This is an optimization exercise on Yosys and OpenROAD, whose aim is small area, not a production implementation.
Function was checked by simulation only, so behaviour that the tests miss may differ from the original.
Power figures rest on the tool's default switching activity, not on a simulated workload.

**config.mk**
```make
export PLATFORM = sky130hd
export DESIGN_NAME = multi_delimiter_record_splitter_top
export DESIGN_NICKNAME = multi_delimiter_record_splitter_top
export VERILOG_FILES = /design/flow/design.v
export SDC_FILE = /design/flow/constraint.sdc
export NUM_CORES = 4
export LEC_CHECK = 0
export CAP_MARGIN = 20
export CORE_MARGIN = 2
export CORE_UTILIZATION = 40
export SLEW_MARGIN = 20
```
**constraint.sdc**
```tcl
create_clock -name core_clock -period 20.0 [get_ports {clk}]
set_input_delay 4.0000 -clock core_clock [delete_from_list [all_inputs] [get_ports {clk}]]
set_output_delay 4.0000 -clock core_clock [all_outputs]
set_load 0.01 [all_outputs]
```
**design.v**
```verilog
module multi_delimiter_record_splitter_top (
	input  logic        clk,
	input  logic        arst_n,
	input  logic        data_in_valid,
	output logic        data_in_ready,
	input  logic [7:0]  data_in_data_byte,
	input  logic        data_in_end_of_input,
	output logic        data_out_valid,
	input  logic        data_out_ready,
	output logic [7:0]  data_out_out_byte,
	output logic        data_out_is_data,
	output logic        data_out_matched,
	output logic [1:0]  data_out_separator_index,
	output logic        data_out_last,
	input  logic        cfg_valid,
	output logic        cfg_ready,
	input  logic [2:0]  cfg_index,
	input  logic [63:0] cfg_data
);
	logic [3:0][7:0][7:0] ring;     
	logic [3:0][2:0]      idx;      
	logic [3:0]           dflt;     
	logic [3:0]           len_en;   
	logic [3:0][2:0]      len_m;    
	logic                 cs;
	logic                 esc_en;
	logic [7:0]           esc_b;
	assign cfg_ready = 1'b1;
	always_ff @(posedge clk) begin
		for (int k = 0; k < 4; k++) begin
			if (cfg_valid && cfg_index == 3'(k)) begin
				ring[k] <= cfg_data;
			end else begin
				for (int s = 1; s < 8; s++) ring[k][s] <= ring[k][s-1];
				ring[k][0] <= ring[k][7];
			end
		end
	end
	always_ff @(posedge clk or negedge arst_n) begin
		if (!arst_n) begin
			idx    <= '0;
			dflt   <= 4'hF;
			len_en <= 4'b0011;
			len_m  <= {3'd0, 3'd0, 3'd1, 3'd0};
			cs     <= 1'b1;
			esc_en <= 1'b0;
			esc_b  <= 8'h5C;
		end else begin
			for (int k = 0; k < 4; k++) begin
				if (cfg_valid && cfg_index == 3'(k)) begin
					idx[k]  <= 3'd0;
					dflt[k] <= 1'b0;
				end else begin
					idx[k] <= idx[k] - 3'd1;
				end
			end
			if (cfg_valid) begin
				case (cfg_index)
					3'd4: begin
						for (int k = 0; k < 4; k++) begin
							len_en[k] <= (cfg_data[4*k +: 4] != 4'd0) && (cfg_data[4*k +: 4] <= 4'd8);
							len_m[k]  <= cfg_data[4*k +: 3] - 3'd1;
						end
					end
					3'd5: cs     <= cfg_data[0];
					3'd6: esc_en <= cfg_data[0];
					3'd7: esc_b  <= cfg_data[7:0];
					default: ;
				endcase
			end
		end
	end
	localparam logic [1:0] S_IDLE = 2'd0, S_PASS = 2'd1, S_INS = 2'd2, S_EMIT = 2'd3;
	logic [1:0]      st;
	logic [3:0]      pc;
	logic [3:0]      fill;
	logic [2:0]      h;         
	logic            zq;        
	logic            esc_q;
	logic            em_m;      
	logic [3:0]      act;
	logic [3:0]      hit;
	logic [3:0][7:0] pm;        
	logic [7:0][7:0] win;       
	logic            o_valid;
	logic            o_term;
	logic [7:0]      o_byte;
	logic [7:0] c;
	logic       ci;
	logic [3:0] proc_k;
	logic [3:0] nd;
	logic [3:0] nhit;
	assign c  = data_in_data_byte;
	assign ci = !cs && c[7:6] == 2'b01 && c[4:0] != 5'd0 && c[4:0] <= 5'd26;
	always_comb begin
		for (int k = 0; k < 4; k++) begin
			logic [7:0] sb;
			logic [7:0] x;
			logic       eq;
			logic       pred;
			sb = ring[k][0];
			if (dflt[k]) begin
				case (k)
					0: sb = (idx[k] == 3'd0) ? 8'h0A : 8'h00;
					1: sb = (idx[k] == 3'd0) ? 8'h0D : (idx[k] == 3'd1) ? 8'h0A : 8'h00;
					default: sb = 8'h00;
				endcase
			end
			x = c ^ sb;
			eq = (x[7:6] == 2'b00) && (x[4:0] == 5'd0) && (!x[5] || ci);
			proc_k[k] = (st == S_PASS) && ((idx[k] == 3'd7 && !pc[3]) || act[k]);
			pred = (idx[k] == 3'd0) || (pm[k][7] && !zq);
			nd[k] = pred && eq;
			nhit[k] = proc_k[k] && len_en[k] && (idx[k] == len_m[k]) && nd[k];
		end
	end
	always_ff @(posedge clk) begin
		for (int k = 0; k < 4; k++) begin
			pm[k][0] <= pm[k][7];
			pm[k][1] <= proc_k[k] ? nd[k] : pm[k][0];
			for (int s = 2; s < 8; s++) pm[k][s] <= pm[k][s-1];
		end
	end
	logic       selA, selB, selF;
	logic [2:0] mA, mB, mb;
	logic [1:0] kb;
	assign selA = hit[1] && (!hit[0] || len_m[1] > len_m[0]);
	assign mA   = selA ? len_m[1] : len_m[0];
	assign selB = hit[3] && (!hit[2] || len_m[3] > len_m[2]);
	assign mB   = selB ? len_m[3] : len_m[2];
	assign selF = (hit[2] || hit[3]) && (!(hit[0] || hit[1]) || mB > mA);
	assign mb   = selF ? mB : mA;
	assign kb   = selF ? {1'b1, selB} : {1'b0, selA};
	logic is_esc;
	logic o_free;
	logic aligned;      
	logic ins_ok;
	logic take;
	logic ins;
	logic pop;
	logic term;
	logic [2:0] thr;
	assign is_esc  = esc_en && (c == esc_b);
	assign o_free  = !o_valid || data_out_ready;
	assign aligned = (h + fill[2:0]) == 3'd0;
	assign ins_ok  = (fill == 4'd0) || (h == 3'd0);
	assign thr     = em_m ? mb : 3'd0;
	always_comb begin
		take = 1'b0;
		ins  = 1'b0;
		pop  = 1'b0;
		term = 1'b0;
		case (st)
			S_IDLE: take = data_in_valid && !o_valid && (data_in_end_of_input || (!esc_q && is_esc));
			S_PASS: take = (pc == 4'd15) && (hit != 4'd0);
			S_INS: begin
				ins  = ins_ok;
				take = ins_ok;
			end
			default: begin
				if (fill > {1'b0, thr}) pop = o_free && aligned;
				else term = o_free;
			end
		endcase
	end
	assign data_in_ready = take;
	always_ff @(posedge clk) begin
		for (int s = 1; s < 8; s++) win[s] <= win[s-1];
		win[0] <= ins ? c : win[7];
	end
	always_ff @(posedge clk or negedge arst_n) begin
		if (!arst_n) begin
			st    <= S_IDLE;
			pc    <= '0;
			fill  <= '0;
			h     <= '0;
			zq    <= 1'b1;
			esc_q <= 1'b0;
			em_m  <= 1'b0;
			act   <= '0;
			hit   <= '0;
			o_valid <= 1'b0;
			o_term  <= 1'b0;
		end else begin
			h   <= ins ? 3'd0 : h + 3'd1;
			act <= proc_k & {idx[3] != 3'd0, idx[2] != 3'd0, idx[1] != 3'd0, idx[0] != 3'd0};
			pc  <= (st == S_PASS) ? pc + 4'd1 : 4'd0;
			if (st == S_PASS) hit <= hit | nhit;
			else if (st == S_IDLE && data_in_valid && !o_valid) hit <= '0;
			if (o_free) o_valid <= 1'b0;
			case (st)
				S_IDLE: begin
					if (data_in_valid && !o_valid) begin
						if (data_in_end_of_input) begin
							st    <= S_EMIT;
							em_m  <= 1'b0;
							zq    <= 1'b1;
						end else if (esc_q) begin
							st <= S_INS;
						end else if (is_esc) begin
							esc_q <= 1'b1;
						end else begin
							st <= S_PASS;
						end
					end
				end
				S_PASS: begin
					if (pc == 4'd15) begin
						if (hit != 4'd0) begin
							st   <= S_EMIT;
							em_m <= 1'b1;
							zq   <= 1'b1;
						end else begin
							st <= S_INS;
						end
					end
				end
				S_INS: begin
					if (ins_ok) begin
						st    <= S_IDLE;
						zq    <= esc_q;
						esc_q <= 1'b0;
						if (fill == 4'd8) begin
							o_valid <= 1'b1;
							o_term  <= 1'b0;
						end else begin
							fill <= fill + 4'd1;
						end
					end
				end
				default: begin
					if (pop) begin
						fill    <= fill - 4'd1;
						o_valid <= 1'b1;
						o_term  <= 1'b0;
					end else if (term) begin
						fill    <= 4'd0;
						o_valid <= 1'b1;
						o_term  <= 1'b1;
						esc_q   <= 1'b0;
						st      <= S_IDLE;
					end
				end
			endcase
		end
	end
	always_ff @(posedge clk) begin
		if (pop || (ins && fill == 4'd8)) o_byte <= win[7];
		else if (term) o_byte <= 8'h00;
	end
	assign data_out_valid           = o_valid;
	assign data_out_out_byte        = o_byte;
	assign data_out_is_data         = !o_term;
	assign data_out_matched         = o_term && em_m;
	assign data_out_separator_index = (o_term && em_m) ? kb : 2'd0;
	assign data_out_last            = o_term || (st != S_EMIT);
endmodule
```
**run.sh**
```bash
#!/bin/bash
# synth_recipe.tcl (not shown) runs the flow's synth.tcl, then flattens the netlist and writes it again
# the make line also repeats each setting of config.mk as NAME=value (left out here)
make -C /OpenROAD-flow-scripts/flow DESIGN_CONFIG=/design/flow/config.mk WORK_HOME=/design/flow/orfs CLKGATE_MAP_FILE= SYNTH_SCRIPT=/design/flow/synth_recipe.tcl finish
```
==> summary.txt <==
[power breakdown]
part           internal, uW  switching [uW]
Clock                   432             324
Combinational           213             215
Sequential             1080             107
Total                  1720             646
[flip-flops by register name (all words and copies together), names as in the netlist]
name and cells:
cs 1, st 2, len_en 4, pc 4, esc_b 8, win 64
dflt 4, o_valid 1, ring 256, pm 32, o_term 1, em_m 1
fill 4, idx 12, esc_en 1, act 4, zq 1, len_m 12
esc_q 1, h 3, hit 4, o_byte 8
[worst max-delay path: cells and delay by family]
kind            cells  cell delay [ps]
xor+xnor            1              270
simple gates        3              850
compound gates      2              230
buf+inv             2             1330
[Yosys cell counts (3+ instances only)]
master    instances
nor2b_1          18
nand4_1           5
mux2_2          197
a21oi_1          21
xnor2_1          36
o211ai_1          3
or2_2             3
inv_1            37
mux2i_1           7
nor3_1           14
nand2_1         249
o21ai_0          56
nor4_1            3
buf_2            25
clkbuf_1         30
or3_1             3
dfrtp_1          55
a31oi_1           9
nor2_1           56
and2_1           14
ha_1             35
nor4bb_1          9
dfstp_2          13
nor3b_1           3
o21a_1            3
xor2_1           23
nand3_1           9
o32ai_1           7
o311ai_0          4
o31ai_1           3
dfxtp_1         352
nand2b_1         12
nand4b_1          3
edfxtp_1          8
[worst max-delay path by stage]
stage | cells past startpoint | from | end
4_1_cts | 8 | data_in_data_byte[2] | data_in_ready
2_1_floorplan | 7 | data_in_data_byte[6] | data_in_ready
3_3_place_gp | 8 | data_in_data_byte[2] | data_in_ready
5_1_grt | 8 | data_in_data_byte[2] | data_in_ready
3_5_place_dp | 8 | data_in_data_byte[2] | data_in_ready
6_report | 8 | data_in_data_byte[2] | data_in_ready
[metrics by stage]
stage	hold slack (ps)	cells	power (uW)	setup WS (ps)
2_1_floorplan	309.6	1366	1476	10890
3_3_place_gp	309.8	1918	1618	9371
3_5_place_dp	312.1	1918	1629	9346
4_1_cts	321.2	1991	2393	9338
5_1_grt	328.5	1991	2501	9155
6_report	318.2	1992	2368	9327
[cells by family after synthesis]
group / synth area share
adder cells (fa/ha/maj): 0.02980
AO/OA/AOI/OAI: 0.05244
XOR/XNOR: 0.03363
AND/OR/NAND/NOR: 0.1217
buffers and inverters: 0.02720
multiplexers: 0.1489
flip-flops: 0.5860
other: 0.0002440
[layout by cell type (no fill, tap or decap), drive strengths merged, types with 4 or more instances in the layout]
| cell | Yosys | routed |
|---|---|---|
| nor2b | 18 | 18 |
| edfxtp | 8 | 8 |
| buf | 30 | 7 |
| and2 | 14 | 14 |
| xor2 | 23 | 23 |
| ha | 35 | 35 |
| nand3 | 9 | 9 |
| clkbuf | 30 | 64 |
| xnor2 | 36 | 36 |
| clkdlybuf4s50 | 0 | 94 |
| inv | 37 | 40 |
| nor3 | 15 | 15 |
| nand4 | 5 | 5 |
| dfstp | 13 | 13 |
| a21oi | 21 | 21 |
| o311ai | 4 | 4 |
| dfrtp | 55 | 55 |
| nor2 | 56 | 56 |
| mux2i | 7 | 7 |
| clkinv | 0 | 5 |
| nor3b | 6 | 6 |
| o32ai | 7 | 7 |
| nand2 | 249 | 249 |
| a31oi | 9 | 9 |
| or2 | 4 | 4 |
| dfxtp | 352 | 352 |
| nor4bb | 9 | 9 |
| mux2 | 197 | 197 |
| nand2b | 12 | 12 |
| o21ai | 58 | 58 |
[cell type report]
cell class              instances  area, sq um  area share
multi-input cells             841         5974      0.3306
clock inverters                 9        76.32    0.004223
repair buffers                101        991.0     0.05483
clock buffers                  64         1246     0.06895
diodes                          1        2.502   0.0001385
well taps                     511        639.4     0.03538
inverters                      37        138.9    0.007684
flip-flops and latches        428         9005      0.4982
[routing by layer]
| metal | share of wire | global-route usage | vias up |
|---|---|---|---|
| li1 | - | - | 4748 |
| met3 | 0.036 | 0.02991 | 53 |
| met1 | 0.49 | 0.2471 | 4543 |
| met4 | 0.026 | 0.05597 | 0 |
| met5 | 0 | 0 | - |
| met2 | 0.45 | 0.2726 | 175 |
==> impl_metrics.env <==
export IMPL_fp_dieH_microns=200.0
export IMPL_hpwl_microns=23420
export IMPL_synth_area_sq_um=15370
export IMPL_cts_tree="done"
export IMPL_cp_slowest_cell="clkdlybuf4s50_1"
export IMPL_hold_viol=0
export IMPL_critical_path_required_ps=16000
export IMPL_core_sq_um=37760
export IMPL_path_max_fanout=14
export IMPL_cts_max_path_buffers=3
export IMPL_clock_sinks=428
export IMPL_synthArstFlopShare=0.1589
export IMPL_place_area_sq_um=16740
export IMPL_synth_ff_latch_count=428
export IMPL_grt_ovfl_total=0
export IMPL_cts_hold_repair_buffers=0
export IMPL_io_pins=97
export IMPL_setup_viol=0
export IMPL_syn_nets=1483
export IMPL_wirelength_microns=34330
export IMPL_antenna_found_initial=1
export IMPL_p_leak_uw=0.007548
export IMPL_htreeDepth=2
export IMPL_area_delta_synth_final_pct=17.62
export IMPL_grtUsageTotal=0.1748
export IMPL_crit_top_cell="clkdlybuf4s50_1"
export IMPL_synth_area_leaders="dfxtp_1 (46%), mux2_2 (14%), dfrtp_1 (9.0%), nand2_1 (6.1%), ha_1 (2.8%)"
export IMPL_drtIter0Drc=426
export IMPL_cts_root_buf="clkbuf_16"
export IMPL_synth_ff_type="dfxtp_1"
export IMPL_timing_rr_end="fill[1]"
export IMPL_whs_endpoint="pm[4]"
export IMPL_postSynthCellCount=1366
export IMPL_clock_skew_ps=23.83
export IMPL_path_class="input pin to output pin"
export IMPL_utilization=0.4787
export IMPL_hold_class="register to register"
export IMPL_post_cts_buffers=0
export IMPL_avgViaCountPerCell=4.779
export IMPL_nNetsFinal=1568
export IMPL_tightest_slew_ps=1068
export IMPL_initial_core_util=0.4070
export IMPL_place_gp_congestion=0.8546
export IMPL_yosysTopAreaCellShare=0.4586
export IMPL_synth_area_leader_cell="dfxtp_1"
export IMPL_cap_violations=0
export IMPL_peakVddDrop_mv=0.05765
export IMPL_fmax_mhz=93.70
export IMPL_post_drt_wl_per_cell_microns=17.23
export IMPL_dieArea_sq_um=40000
export IMPL_min_from="pm[3]"
export IMPL_status="finished clean"
export IMPL_synth_edff_count=8
export IMPL_die_x_microns=200.0
export IMPL_cpPeakStageDelay_ps=710
export IMPL_fill_cells=3452
export IMPL_yosysWarnings=1
export IMPL_rsz0062_at_grt="no"
export IMPL_syn_area_per_cell_sq_um=11.25
export IMPL_postRouteAntennaNets=0
export IMPL_seq_area_frac_synth=0.5860
export IMPL_end_kind="output pin"
export IMPL_arrival_ps=6670
export IMPL_fin_crit_sh=0.5336
export IMPL_start_kind="input pin"
export IMPL_relSlewSlack=0.2863
export IMPL_finalInstanceArea_sq_um=18070
export IMPL_grt_pass1_vias=9377
export IMPL_r2r_cells=17
export IMPL_setup_tns_ps=0
export IMPL_drive_above_1_share=0.1946
export IMPL_p_per_area_nw_per_um2=131.0
export IMPL_clock_latency_ps=540
export IMPL_grt_pass1_wl_microns=53880
export IMPL_clkTransAtPathRegs_ps=60
export IMPL_first_pass_iters=4
export IMPL_path_cells="clkdlybuf4s50_1 > xor2_1 > nor4_1 > nand4_1 > nor2_1 > o21ai_0 > o311ai_0 > clkdlybuf4s50_1"
export IMPL_yosysUniqueCellTypes=65
export IMPL_row_count=71
export IMPL_vias=9519
export IMPL_io_buffers=95
export IMPL_cts_repair_resized=0
export IMPL_grt_max_degree=74
export IMPL_r2r_start="len_m[3]"
export IMPL_whs_path_depth=0
export IMPL_min_period_ps=10670
export IMPL_cts_made_buffers=42
export IMPL_r2r_slack_ps=14750
export IMPL_drc=0
export IMPL_maxSlewViolCount=0

==> static timing again, ports no longer ideal <==
The flow's constraints put no driver on any port. The routed layout listed below was extracted and timed again, unchanged, in two steps.
Step 1, drivers: a clkbuf_16 drives clk and a buf_2 each remaining input, both assumed.
Step 2 times the ports against the registers' clock, not the clock port: input delays grow and output delays shrink by t, the midpoint of the rising clock arrivals with the driver on.
Three values: ideal ports, drivers, drivers and shift; two values: the first two.
t (ns): 0.583
slack for setup (ns): 9.327 / 9.280 / 9.280
worst setup path at the end: input to output
worst register clock-pin slew, ns: 0.07 / 0.07
worst data-port slew with drivers (ns): 0.07
After both steps setup and hold are still met in this run. The setup slack of this run moves by -0.047 ns with the drivers and by -0.047 ns with both steps.
